Background: an optimization exercise with open tools, aiming at small area, a short achievable clock period and few clock cycles. Do not read the settings as production practice. Function was checked by simulation only, so behaviour that the tests miss may differ from the original. Power figures rest on the tool's default switching activity, not on a simulated workload.

==> flow/run.sh <==
#!/bin/bash
# synth_recipe.tcl (not shown) runs the flow's synth.tcl, then flattens the netlist and writes it again
# the make line also repeats each setting of config.mk as NAME=value (left out here)
make -C /OpenROAD-flow-scripts/flow DESIGN_CONFIG=/design/flow/config.mk WORK_HOME=/design/flow/orfs CLKGATE_MAP_FILE= SYNTH_SCRIPT=/design/flow/synth_recipe.tcl finish
==> flow/config.mk <==
export PLATFORM = sky130hd
export DESIGN_NAME = rv_core_ahb
export DESIGN_NICKNAME = rv_core_ahb
export VERILOG_FILES = /design/flow/design.v
export SDC_FILE = /design/flow/constraint.sdc
export NUM_CORES = 4
export LEC_CHECK = 0
export CAP_MARGIN = 20
export CORE_MARGIN = 2
export CORE_UTILIZATION = 40
export SLEW_MARGIN = 20
==> flow/constraint.sdc <==
create_clock -name core_clock -period 8.0 [get_ports {HCLK}]
set_input_delay 1.6000 -clock core_clock [delete_from_list [all_inputs] [get_ports {HCLK}]]
set_output_delay 1.6000 -clock core_clock [all_outputs]
set_load 0.01 [all_outputs]
==> flow/design.v <==
package rv_core_pkg;
  typedef logic [32-1:0]       word_t;
  typedef logic [5-1:0] reg_addr_t;
  typedef enum logic [6:0] {
    OPC_OP     = 7'b0110011,
    OPC_OP_IMM = 7'b0010011,
    OPC_LUI    = 7'b0110111,
    OPC_LOAD   = 7'b0000011,
    OPC_STORE  = 7'b0100011,
    OPC_BRANCH = 7'b1100011,
    OPC_JAL    = 7'b1101111,
    OPC_SYSTEM = 7'b1110011
  } opcode_e;
  typedef enum logic [2:0] {
    ALU_ADD,
    ALU_SUB,
    ALU_AND,
    ALU_OR,
    ALU_XOR,
    ALU_SLT,
    ALU_PASS_B
  } alu_op_e;
  typedef enum logic [2:0] {
    S_FETCH,
    S_DECODE,
    S_EXECUTE,
    S_MEM,
    S_WRITEBACK,
    S_HALT
  } seq_state_e;
  typedef enum logic [1:0] {
    B_IDLE,
    B_ADDR,
    B_DATA
  } ahb_state_e;
endpackage
`timescale 1ns/100ps
module rv_ahb_master (
  input  logic       HCLK,
  input  logic       reset_i,
  input  logic       start_i,
  input  rv_core_pkg::word_t      addr_i,
  input  logic       write_i,
  input  rv_core_pkg::word_t      wdata_i,
  output logic       done_o,
  output rv_core_pkg::word_t      rdata_o,
  output logic       err_o,
  output rv_core_pkg::word_t      haddr_o,
  output logic [1:0] htrans_o,
  output logic       hwrite_o,
  output rv_core_pkg::word_t      hwdata_o,
  input  rv_core_pkg::word_t      hrdata_i,
  input  logic       hready_i,
  input  logic       hresp_i
);
  rv_core_pkg::ahb_state_e state_q;
  rv_core_pkg::word_t      addr_q;
  rv_core_pkg::word_t      wdata_q;
  rv_core_pkg::word_t      rdata_q;
  logic       write_q;
  logic       launch;
  assign launch = (state_q == rv_core_pkg::B_IDLE) && start_i;
  always_ff @(posedge HCLK) begin
    if (reset_i) begin
      state_q <= rv_core_pkg::B_IDLE;
    end else begin
      case (state_q)
        rv_core_pkg::B_IDLE:  if (start_i) state_q <= hready_i ? rv_core_pkg::B_DATA : rv_core_pkg::B_ADDR;
        rv_core_pkg::B_ADDR:  if (hready_i) state_q <= rv_core_pkg::B_DATA;
        rv_core_pkg::B_DATA:  if (hready_i) state_q <= rv_core_pkg::B_IDLE;
        default: state_q <= rv_core_pkg::B_IDLE;
      endcase
    end
  end
  always_ff @(posedge HCLK) begin
    if (launch) begin
      addr_q  <= addr_i;
      write_q <= write_i;
      wdata_q <= wdata_i;
    end
    if (done_o) begin
      rdata_q <= hrdata_i;
    end
  end
  assign htrans_o = (launch || state_q == rv_core_pkg::B_ADDR) ? 2'b10 : 2'b00;
  assign haddr_o  = launch ? addr_i : addr_q;
  assign hwrite_o = launch ? write_i : write_q;
  assign hwdata_o = wdata_q;
  assign done_o  = (state_q == rv_core_pkg::B_DATA) && hready_i;
  assign err_o   = done_o && hresp_i;
  assign rdata_o = rdata_q;
endmodule
`timescale 1ns/100ps
module rv_sequencer (
  input  logic  HCLK,
  input  logic  reset_i,
  input  logic  ifetch_done_i,
  input  logic  ifetch_err_i,
  input  logic  mem_done_i,
  input  logic  mem_err_i,
  input  logic  is_mem_i,
  input  logic  is_illegal_i,
  input  logic  is_halt_i,
  input  rv_core_pkg::word_t next_pc_i,
  output logic  ifetch_start_o,
  output logic  mem_start_o,
  output rv_core_pkg::word_t pc_o,
  output logic  decode_en_o,
  output logic  exec_en_o,
  output logic  wb_en_o,
  output logic  halted_o
);
  rv_core_pkg::seq_state_e state_q;
  rv_core_pkg::seq_state_e state_d;
  rv_core_pkg::word_t      pc_q;
  logic       run_q;
  logic       busy_q;
  logic       bus_go;
  always_comb begin
    state_d = state_q;
    case (state_q)
      rv_core_pkg::S_FETCH: begin
        if (ifetch_done_i) begin
          state_d = ifetch_err_i ? rv_core_pkg::S_HALT : rv_core_pkg::S_DECODE;
        end
      end
      rv_core_pkg::S_DECODE: state_d = rv_core_pkg::S_EXECUTE;
      rv_core_pkg::S_EXECUTE: begin
        if (is_illegal_i || is_halt_i) begin
          state_d = rv_core_pkg::S_HALT;
        end else begin
          state_d = is_mem_i ? rv_core_pkg::S_MEM : rv_core_pkg::S_WRITEBACK;
        end
      end
      rv_core_pkg::S_MEM: begin
        if (mem_done_i) begin
          state_d = mem_err_i ? rv_core_pkg::S_HALT : rv_core_pkg::S_WRITEBACK;
        end
      end
      rv_core_pkg::S_WRITEBACK: state_d = rv_core_pkg::S_FETCH;
      default: state_d = rv_core_pkg::S_HALT;
    endcase
  end
  always_ff @(posedge HCLK) begin
    if (reset_i) begin
      state_q <= rv_core_pkg::S_FETCH;
      pc_q    <= 32'h0000_0200;
      run_q   <= 1'b0;
      busy_q  <= 1'b0;
    end else begin
      state_q <= state_d;
      run_q   <= 1'b1;
      if (wb_en_o) begin
        pc_q <= next_pc_i;
      end
      if (ifetch_start_o || mem_start_o) begin
        busy_q <= 1'b1;
      end else if (ifetch_done_i || mem_done_i) begin
        busy_q <= 1'b0;
      end
    end
  end
  assign bus_go         = run_q && !busy_q;
  assign ifetch_start_o = (state_q == rv_core_pkg::S_FETCH) && bus_go;
  assign mem_start_o    = (state_q == rv_core_pkg::S_MEM) && bus_go;
  assign decode_en_o = (state_q == rv_core_pkg::S_DECODE);
  assign exec_en_o   = (state_q == rv_core_pkg::S_EXECUTE);
  assign wb_en_o     = (state_q == rv_core_pkg::S_WRITEBACK);
  assign halted_o    = (state_q == rv_core_pkg::S_HALT);
  assign pc_o        = pc_q;
endmodule
`timescale 1ns/100ps
module rv_decode (
  input  logic      HCLK,
  input  logic      reset_i,
  input  logic      decode_en_i,
  input  rv_core_pkg::word_t     instr_i,
  input  rv_core_pkg::word_t     rs1_data_i,
  input  rv_core_pkg::word_t     rs2_data_i,
  output rv_core_pkg::reg_addr_t rs1_addr_o,
  output rv_core_pkg::reg_addr_t rs2_addr_o,
  output rv_core_pkg::reg_addr_t rd_addr_o,
  output rv_core_pkg::word_t     op_a_o,
  output rv_core_pkg::word_t     op_b_o,
  output rv_core_pkg::word_t     store_data_o,
  output rv_core_pkg::word_t     imm_o,
  output rv_core_pkg::alu_op_e   alu_op_o,
  output rv_core_pkg::opcode_e   opcode_o,
  output logic      branch_ne_o,
  output logic      reg_write_o,
  output logic      is_mem_o,
  output logic      is_illegal_o,
  output logic      is_halt_o
);
  rv_core_pkg::opcode_e    opcode;
  logic [2:0] funct3;
  rv_core_pkg::word_t      imm;
  rv_core_pkg::alu_op_e    alu_op;
  logic       use_imm;
  logic       reg_write;
  logic       illegal;
  assign opcode = rv_core_pkg::opcode_e'(instr_i[6:0]);
  assign funct3 = instr_i[14:12];
  assign rs1_addr_o = instr_i[19:15];
  assign rs2_addr_o = instr_i[24:20];
  always_comb begin
    imm       = {{20{instr_i[31]}}, instr_i[31:20]};
    alu_op    = rv_core_pkg::ALU_ADD;
    use_imm   = 1'b1;
    reg_write = 1'b1;
    illegal   = 1'b0;
    case (opcode)
      rv_core_pkg::OPC_OP, rv_core_pkg::OPC_OP_IMM: begin
        use_imm = (opcode == rv_core_pkg::OPC_OP_IMM);
        case (funct3)
          3'b000: alu_op = (!use_imm && instr_i[30]) ? rv_core_pkg::ALU_SUB : rv_core_pkg::ALU_ADD;
          3'b100: alu_op = rv_core_pkg::ALU_XOR;
          3'b110: alu_op = rv_core_pkg::ALU_OR;
          3'b111: alu_op = rv_core_pkg::ALU_AND;
          3'b010: begin
            alu_op  = rv_core_pkg::ALU_SLT;
            illegal = use_imm;
          end
          default: illegal = 1'b1;
        endcase
      end
      rv_core_pkg::OPC_LUI: begin
        imm    = {instr_i[31:12], 12'b0};
        alu_op = rv_core_pkg::ALU_PASS_B;
      end
      rv_core_pkg::OPC_LOAD: illegal = (funct3 != 3'b010);
      rv_core_pkg::OPC_STORE: begin
        imm       = {{20{instr_i[31]}}, instr_i[31:25], instr_i[11:7]};
        reg_write = 1'b0;
        illegal   = (funct3 != 3'b010);
      end
      rv_core_pkg::OPC_BRANCH: begin
        imm       = {{19{instr_i[31]}}, instr_i[31], instr_i[7],
                     instr_i[30:25], instr_i[11:8], 1'b0};
        use_imm   = 1'b0;
        reg_write = 1'b0;
        illegal   = (funct3[2:1] != 2'b00);
      end
      rv_core_pkg::OPC_JAL: begin
        imm = {{11{instr_i[31]}}, instr_i[31], instr_i[19:12],
               instr_i[20], instr_i[30:21], 1'b0};
      end
      rv_core_pkg::OPC_SYSTEM: begin
        reg_write = 1'b0;
        illegal   = (instr_i[31:7] != 25'h0002000);
      end
      default: begin
        reg_write = 1'b0;
        illegal   = 1'b1;
      end
    endcase
  end
  always_ff @(posedge HCLK) begin
    if (reset_i) begin
      reg_write_o  <= 1'b0;
      is_mem_o     <= 1'b0;
      is_illegal_o <= 1'b0;
      is_halt_o    <= 1'b0;
    end else if (decode_en_i) begin
      reg_write_o  <= reg_write;
      is_mem_o     <= (opcode == rv_core_pkg::OPC_LOAD) || (opcode == rv_core_pkg::OPC_STORE);
      is_illegal_o <= illegal;
      is_halt_o    <= (opcode == rv_core_pkg::OPC_SYSTEM) && !illegal;
    end
  end
  always_ff @(posedge HCLK) begin
    if (decode_en_i) begin
      rd_addr_o    <= instr_i[11:7];
      op_a_o       <= rs1_data_i;
      op_b_o       <= use_imm ? imm : rs2_data_i;
      store_data_o <= rs2_data_i;
      imm_o        <= imm;
      alu_op_o     <= alu_op;
      opcode_o     <= opcode;
      branch_ne_o  <= funct3[0];
    end
  end
endmodule
`timescale 1ns/100ps
module rv_execute (
  input  logic    HCLK,
  input  logic    reset_i,
  input  logic    exec_en_i,
  input  rv_core_pkg::word_t   pc_i,
  input  rv_core_pkg::word_t   op_a_i,
  input  rv_core_pkg::word_t   op_b_i,
  input  rv_core_pkg::word_t   imm_i,
  input  rv_core_pkg::alu_op_e alu_op_i,
  input  rv_core_pkg::opcode_e opcode_i,
  input  logic    branch_ne_i,
  output rv_core_pkg::word_t   alu_result_o,
  output rv_core_pkg::word_t   next_pc_o,
  output rv_core_pkg::word_t   link_o
);
  rv_core_pkg::word_t alu_out;
  logic  taken;
  always_comb begin
    case (alu_op_i)
      rv_core_pkg::ALU_ADD:    alu_out = op_a_i + op_b_i;
      rv_core_pkg::ALU_SUB:    alu_out = op_a_i - op_b_i;
      rv_core_pkg::ALU_AND:    alu_out = op_a_i & op_b_i;
      rv_core_pkg::ALU_OR:     alu_out = op_a_i | op_b_i;
      rv_core_pkg::ALU_XOR:    alu_out = op_a_i ^ op_b_i;
      rv_core_pkg::ALU_SLT:    alu_out = rv_core_pkg::word_t'($signed(op_a_i) < $signed(op_b_i));
      rv_core_pkg::ALU_PASS_B: alu_out = op_b_i;
      default:    alu_out = op_a_i + op_b_i;
    endcase
  end
  assign taken = (opcode_i == rv_core_pkg::OPC_JAL) ||
                 ((opcode_i == rv_core_pkg::OPC_BRANCH) && ((op_a_i == op_b_i) != branch_ne_i));
  always_ff @(posedge HCLK) begin
    if (reset_i) begin
      next_pc_o <= 32'h0000_0200;
    end else if (exec_en_i) begin
      next_pc_o <= taken ? pc_i + imm_i : pc_i + 32'd4;
    end
  end
  always_ff @(posedge HCLK) begin
    if (exec_en_i) begin
      alu_result_o <= alu_out;
      link_o       <= pc_i + 32'd4;
    end
  end
endmodule
`timescale 1ns/100ps
module rv_result (
  input  logic      HCLK,
  input  logic      reset_i,
  input  logic      wb_en_i,
  input  rv_core_pkg::reg_addr_t rs1_addr_i,
  input  rv_core_pkg::reg_addr_t rs2_addr_i,
  input  rv_core_pkg::reg_addr_t rd_addr_i,
  input  logic      reg_write_i,
  input  rv_core_pkg::opcode_e   opcode_i,
  input  rv_core_pkg::word_t     alu_result_i,
  input  rv_core_pkg::word_t     load_data_i,
  input  rv_core_pkg::word_t     link_i,
  output rv_core_pkg::word_t     rs1_data_o,
  output rv_core_pkg::word_t     rs2_data_o
);
  rv_core_pkg::word_t regs [1:32-1];
  rv_core_pkg::word_t wb_data;
  always_comb begin
    case (opcode_i)
      rv_core_pkg::OPC_LOAD: wb_data = load_data_i;
      rv_core_pkg::OPC_JAL:  wb_data = link_i;
      default:  wb_data = alu_result_i;
    endcase
  end
  always_ff @(posedge HCLK) begin
    if (reset_i) begin
      for (int i = 1; i < 32; i++) begin
        regs[i] <= '0;
      end
    end else if (wb_en_i && reg_write_i && (rd_addr_i != '0)) begin
      regs[rd_addr_i] <= wb_data;
    end
  end
  assign rs1_data_o = (rs1_addr_i == '0) ? '0 : regs[rs1_addr_i];
  assign rs2_data_o = (rs2_addr_i == '0) ? '0 : regs[rs2_addr_i];
endmodule
`timescale 1ns/100ps
module rv_core_ahb (
  input  logic       HCLK,
  input  logic       reset_i,
  output rv_core_pkg::word_t      ins_haddr_o,
  output logic [1:0] ins_htrans_o,
  input  rv_core_pkg::word_t      ins_hrdata_i,
  input  logic       ins_hready_i,
  input  logic       ins_hresp_i,
  output rv_core_pkg::word_t      dat_haddr_o,
  output logic [1:0] dat_htrans_o,
  output logic       dat_hwrite_o,
  output rv_core_pkg::word_t      dat_hwdata_o,
  input  rv_core_pkg::word_t      dat_hrdata_i,
  input  logic       dat_hready_i,
  input  logic       dat_hresp_i,
  output logic       halted_o
);
  logic      ifetch_start;
  logic      ifetch_done;
  logic      ifetch_err;
  logic      mem_start;
  logic      mem_done;
  logic      mem_err;
  logic      decode_en;
  logic      exec_en;
  logic      wb_en;
  rv_core_pkg::word_t     pc;
  rv_core_pkg::word_t     next_pc;
  rv_core_pkg::word_t     instr;
  rv_core_pkg::reg_addr_t rs1_addr;
  rv_core_pkg::reg_addr_t rs2_addr;
  rv_core_pkg::reg_addr_t rd_addr;
  rv_core_pkg::word_t     rs1_data;
  rv_core_pkg::word_t     rs2_data;
  rv_core_pkg::word_t     op_a;
  rv_core_pkg::word_t     op_b;
  rv_core_pkg::word_t     store_data;
  rv_core_pkg::word_t     imm;
  rv_core_pkg::alu_op_e   alu_op;
  rv_core_pkg::opcode_e   opcode;
  logic      branch_ne;
  logic      reg_write;
  logic      is_mem;
  logic      is_illegal;
  logic      is_halt;
  rv_core_pkg::word_t     alu_result;
  rv_core_pkg::word_t     link;
  rv_core_pkg::word_t     load_data;
  rv_sequencer sequencer (
    .HCLK (HCLK), .reset_i (reset_i),
    .ifetch_done_i (ifetch_done), .ifetch_err_i (ifetch_err),
    .mem_done_i (mem_done), .mem_err_i (mem_err),
    .is_mem_i (is_mem), .is_illegal_i (is_illegal), .is_halt_i (is_halt),
    .next_pc_i (next_pc), .ifetch_start_o (ifetch_start), .mem_start_o (mem_start),
    .pc_o (pc), .decode_en_o (decode_en), .exec_en_o (exec_en), .wb_en_o (wb_en),
    .halted_o (halted_o)
  );
  rv_decode decode (
    .HCLK (HCLK), .reset_i (reset_i), .decode_en_i (decode_en),
    .instr_i (instr), .rs1_data_i (rs1_data), .rs2_data_i (rs2_data),
    .rs1_addr_o (rs1_addr), .rs2_addr_o (rs2_addr), .rd_addr_o (rd_addr),
    .op_a_o (op_a), .op_b_o (op_b), .store_data_o (store_data), .imm_o (imm),
    .alu_op_o (alu_op), .opcode_o (opcode), .branch_ne_o (branch_ne),
    .reg_write_o (reg_write), .is_mem_o (is_mem),
    .is_illegal_o (is_illegal), .is_halt_o (is_halt)
  );
  rv_execute execute (
    .HCLK (HCLK), .reset_i (reset_i), .exec_en_i (exec_en), .pc_i (pc),
    .op_a_i (op_a), .op_b_i (op_b), .imm_i (imm), .alu_op_i (alu_op),
    .opcode_i (opcode), .branch_ne_i (branch_ne),
    .alu_result_o (alu_result), .next_pc_o (next_pc), .link_o (link)
  );
  rv_result result (
    .HCLK (HCLK), .reset_i (reset_i), .wb_en_i (wb_en),
    .rs1_addr_i (rs1_addr), .rs2_addr_i (rs2_addr), .rd_addr_i (rd_addr),
    .reg_write_i (reg_write), .opcode_i (opcode), .alu_result_i (alu_result),
    .load_data_i (load_data), .link_i (link),
    .rs1_data_o (rs1_data), .rs2_data_o (rs2_data)
  );
  rv_ahb_master ins_master (
    .HCLK (HCLK), .reset_i (reset_i),
    .start_i (ifetch_start), .addr_i (pc), .write_i (1'b0), .wdata_i ('0),
    .done_o (ifetch_done), .rdata_o (instr), .err_o (ifetch_err),
    .haddr_o (ins_haddr_o), .htrans_o (ins_htrans_o), .hwrite_o (), .hwdata_o (),
    .hrdata_i (ins_hrdata_i), .hready_i (ins_hready_i), .hresp_i (ins_hresp_i)
  );
  rv_ahb_master dat_master (
    .HCLK (HCLK), .reset_i (reset_i),
    .start_i (mem_start), .addr_i (alu_result), .write_i (opcode == rv_core_pkg::OPC_STORE),
    .wdata_i (store_data), .done_o (mem_done), .rdata_o (load_data), .err_o (mem_err),
    .haddr_o (dat_haddr_o), .htrans_o (dat_htrans_o),
    .hwrite_o (dat_hwrite_o), .hwdata_o (dat_hwdata_o),
    .hrdata_i (dat_hrdata_i), .hready_i (dat_hready_i), .hresp_i (dat_hresp_i)
  );
endmodule
==> qor.txt <==
synthesized area per cell: 13.5 µm²
R2R Setup Slk: 3.16 ns
Final Max Tran Viols: 0
fillers: 16600
sw frac: 27.2%
antenna violations before repair: 9
Setup violations, final: 0
Worst Max-Slew Pin Slew: 1.16 ns
Max Clock Skew: 0.0543 ns
final WL: 244000 µm
Hold WC Path Type: reg2reg
highest-count cells in the layout ignoring fill and taps: 1328 x edfxtp_1, 1190 x nor2_1, 642 x mux4_2
grt ovf: 0
TritonRoute pass-1 iters: 6
max-cap violations: 0
CTS Hold Buffers Added: 0
critical path endpoint category: output pin
Synth cell types: 92
leakage power of the design: 30.8 nW
Final Hold Viols: 0
post-synthesis register bit count: 1475
Seq pwr share: 45.7%
non-filler instance count after layout: 8186
Fmax: 174 MHz
DP HPWL: 166000 µm
status: finished clean
global-route wire length before repair: 351000 µm
dominant synthesized flop cell: edfxtp_1
total CTS buffers: 160
DR DRC count: 0
number of global-route vias before repair: 48500
Cells after Synth: 5557
Worst-Skew Late Latency: 0.82 ns
core area: 187000 µm²
unrepaired setup endpoints after global routing: false
flip-flop count of the largest register after layout: 1024
Top reg by flops: result.regs
Die W: 438 µm
Initial Util: 40.2%
EDFF count, synth: 1328
critical path type: reg2out
top-level I/O count: 172
H-tree depth: 4
clock root cell: clkbuf_16
NetSw: 5.41 mW
initial DRC count: 7714
Comb pwr share: 15.1%
Max transition margin: 22.9%
post-route ant nets: 0
fin nets: 5755
Die H: 438 µm
Arrival @ worst endpoint: 4.15 ns
clock transition at the registers of the reported paths: 0.06 ns
Core Rows: 159
setup_tns: 0 ns
Yosys Warn Count: 5
all-layer global routing usage: 25.3%
Syn-to-layout area delta: 13.2%
Synth Cell Area: 75200 µm²
CTS tree: yes
highest net fanout along the worst path: 43
sequential area share after synthesis: 56.9%
largest net degree at the start of global routing: 130
vias per cell: 6.10
worst r2r path cells: 6
post-CTS sizing: 0
share of cells above drive strength 1: 21.6%
Tot Pwr: 19.9 mW
Sinks on Clock Net: 1475
FF/Latch Area: 42800 µm²
postcts setup bufs: 0
DR vias: 50000
Die Area: 191000 µm²
worst hold stages: 0
element type at the critical path start: flop
Clk pwr share: 39.2%
placed insts: 7886
Synth async-reset ratio: 0%
most common cell after layout, fill and taps aside: edfxtp_1
Final Cycle Share: 71.8%
pwr dens: 234 nW/µm²
Power Internal: 14.5 mW
Clock Path Buffers: 3
WP data required: 6.40 ns
shortest period the worst path allows: 5.75 ns
area of the multi-input gates: 30500 µm²
PortBufs: 169
Worst IR Drop VDD: 0.000188 V
routability cong.: 0.934
routed len/inst: 29.8 µm
==> synth_stat cells (67+ instances only) <==
cell type | instances | share of area, %
buf_2 | 78 | 0.52
clkbuf_1 | 348 | 1.7
mux2i_1 | 71 | 0.95
o21ai_0 | 127 | 0.85
ha_1 | 128 | 2.1
mux4_2 | 642 | 19
nand2_1 | 373 | 1.9
edfxtp_1 | 1328 | 53
mux2_2 | 67 | 1.0
nor2_1 | 1196 | 6.0
a21oi_1 | 225 | 1.5
inv_1 | 124 | 0.62
dfxtp_1 | 147 | 3.9
==> cells by family after synthesis <==
| logic type | synth area share [%] |
|---|---|
| AO/OA/AOI/OAI | 5.63 |
| XOR/XNOR | 0.978 |
| adder cells (fa/ha/maj) | 2.21 |
| buffers and inverters | 3.33 |
| flip-flops | 56.9 |
| multiplexers | 21.2 |
| other | 0.00499 |
| AND/OR/NAND/NOR | 9.71 |
==> layer usage <==
metal  part of all wire, %  routed length (µm)  GRT usage, %  vias up
met4                   3.3                8070          7.54        6
met3                    11               25800          5.76      382
li1                      -                   -             -    20900
met1                    39               95800          34.8    25900
met2                    47              115000          40.1     2749
met5                 0.030                  74             0        -
==> power by group through the flow <==
stage          combinational (mW)  clock, mW  sequential [mW]
6_report                     3.00       7.81             9.09
5_1_grt                      3.17       8.19             9.13
4_1_cts                      2.95       7.89             9.09
3_5_place_dp                 2.94          0             9.25
3_3_place_gp                 2.92          0             9.23
2_1_floorplan                1.92          0             9.13
==> final cells by class <==
class | count | share of cell area [%]
diodes | 3 | 0.00882
clock buffers | 188 | 5.01
clock inverters | 108 | 1.42
inverters | 158 | 0.700
multi-input cells | 3481 | 35.8
flip-flops and latches | 1475 | 50.3
well taps | 2495 | 3.67
repair buffers | 278 | 3.08
==> per-stage QoR <==
step / hold WS (ns) / instance area, µm² / util (%) / setup slack (ns)
finish: 0.406 / 85100 / 45.5 / 2.25
global route: 0.423 / 85100 / 45.5 / 1.96
CTS: 0.409 / 85100 / 45.5 / 2.18
detailed placement: 0.405 / 79600 / 42.5 / 2.68
global placement: 0.403 / 79600 / 42.5 / 2.72
floorplan: 0.400 / 75300 / - / 0.387
==> final timing paths <==
check	end	from
worst max-delay path	dat_haddr_o[18]	sequencer.state_q[1]
worst min register to register	dat_master.wdata_q[23]	decode.store_data_o[23]
worst min-delay path	dat_master.wdata_q[23]	decode.store_data_o[23]
worst max register to register	result.regs[28][19]	sequencer.state_q[2]
==> critical path, cell delays in order (launching register included) <==
cell	delay (ns)
dfxtp_1	0.59
nand4_1	0.21
or3_1	0.35
buf_4	0.25
inv_2	0.51
buf_4	0.56
nand2_1	0.14
nand2_1	0.11
clkdlybuf4s50_1	0.54
Testbench counts, summed over its fixed seeds: cycles 100,471.

-- afterwards: timing with drivers on the ports --
The flow's constraints put no driver on any port. The routed layout listed below was extracted and timed again, unchanged, in two steps.
Step 1 assumes that a clkbuf_16 drives the clock port and a buf_2 every other input.
Step 2 also shifts input and output timing later by t, the mid clock arrival at the registers, as if the neighbouring blocks saw the same clock.
Slacks: ideal / step 1 / step 2; pairs: ideal / step 1.
shift t [ns]: 0.875
setup slack, ns: 2.254 / 2.171 / 2.614
clock arrival spread, ns: 0.055 / 0.055
After both steps this run still meets setup and hold. The setup slack of this run moves by -0.083 ns with the drivers and by +0.360 ns with both steps.
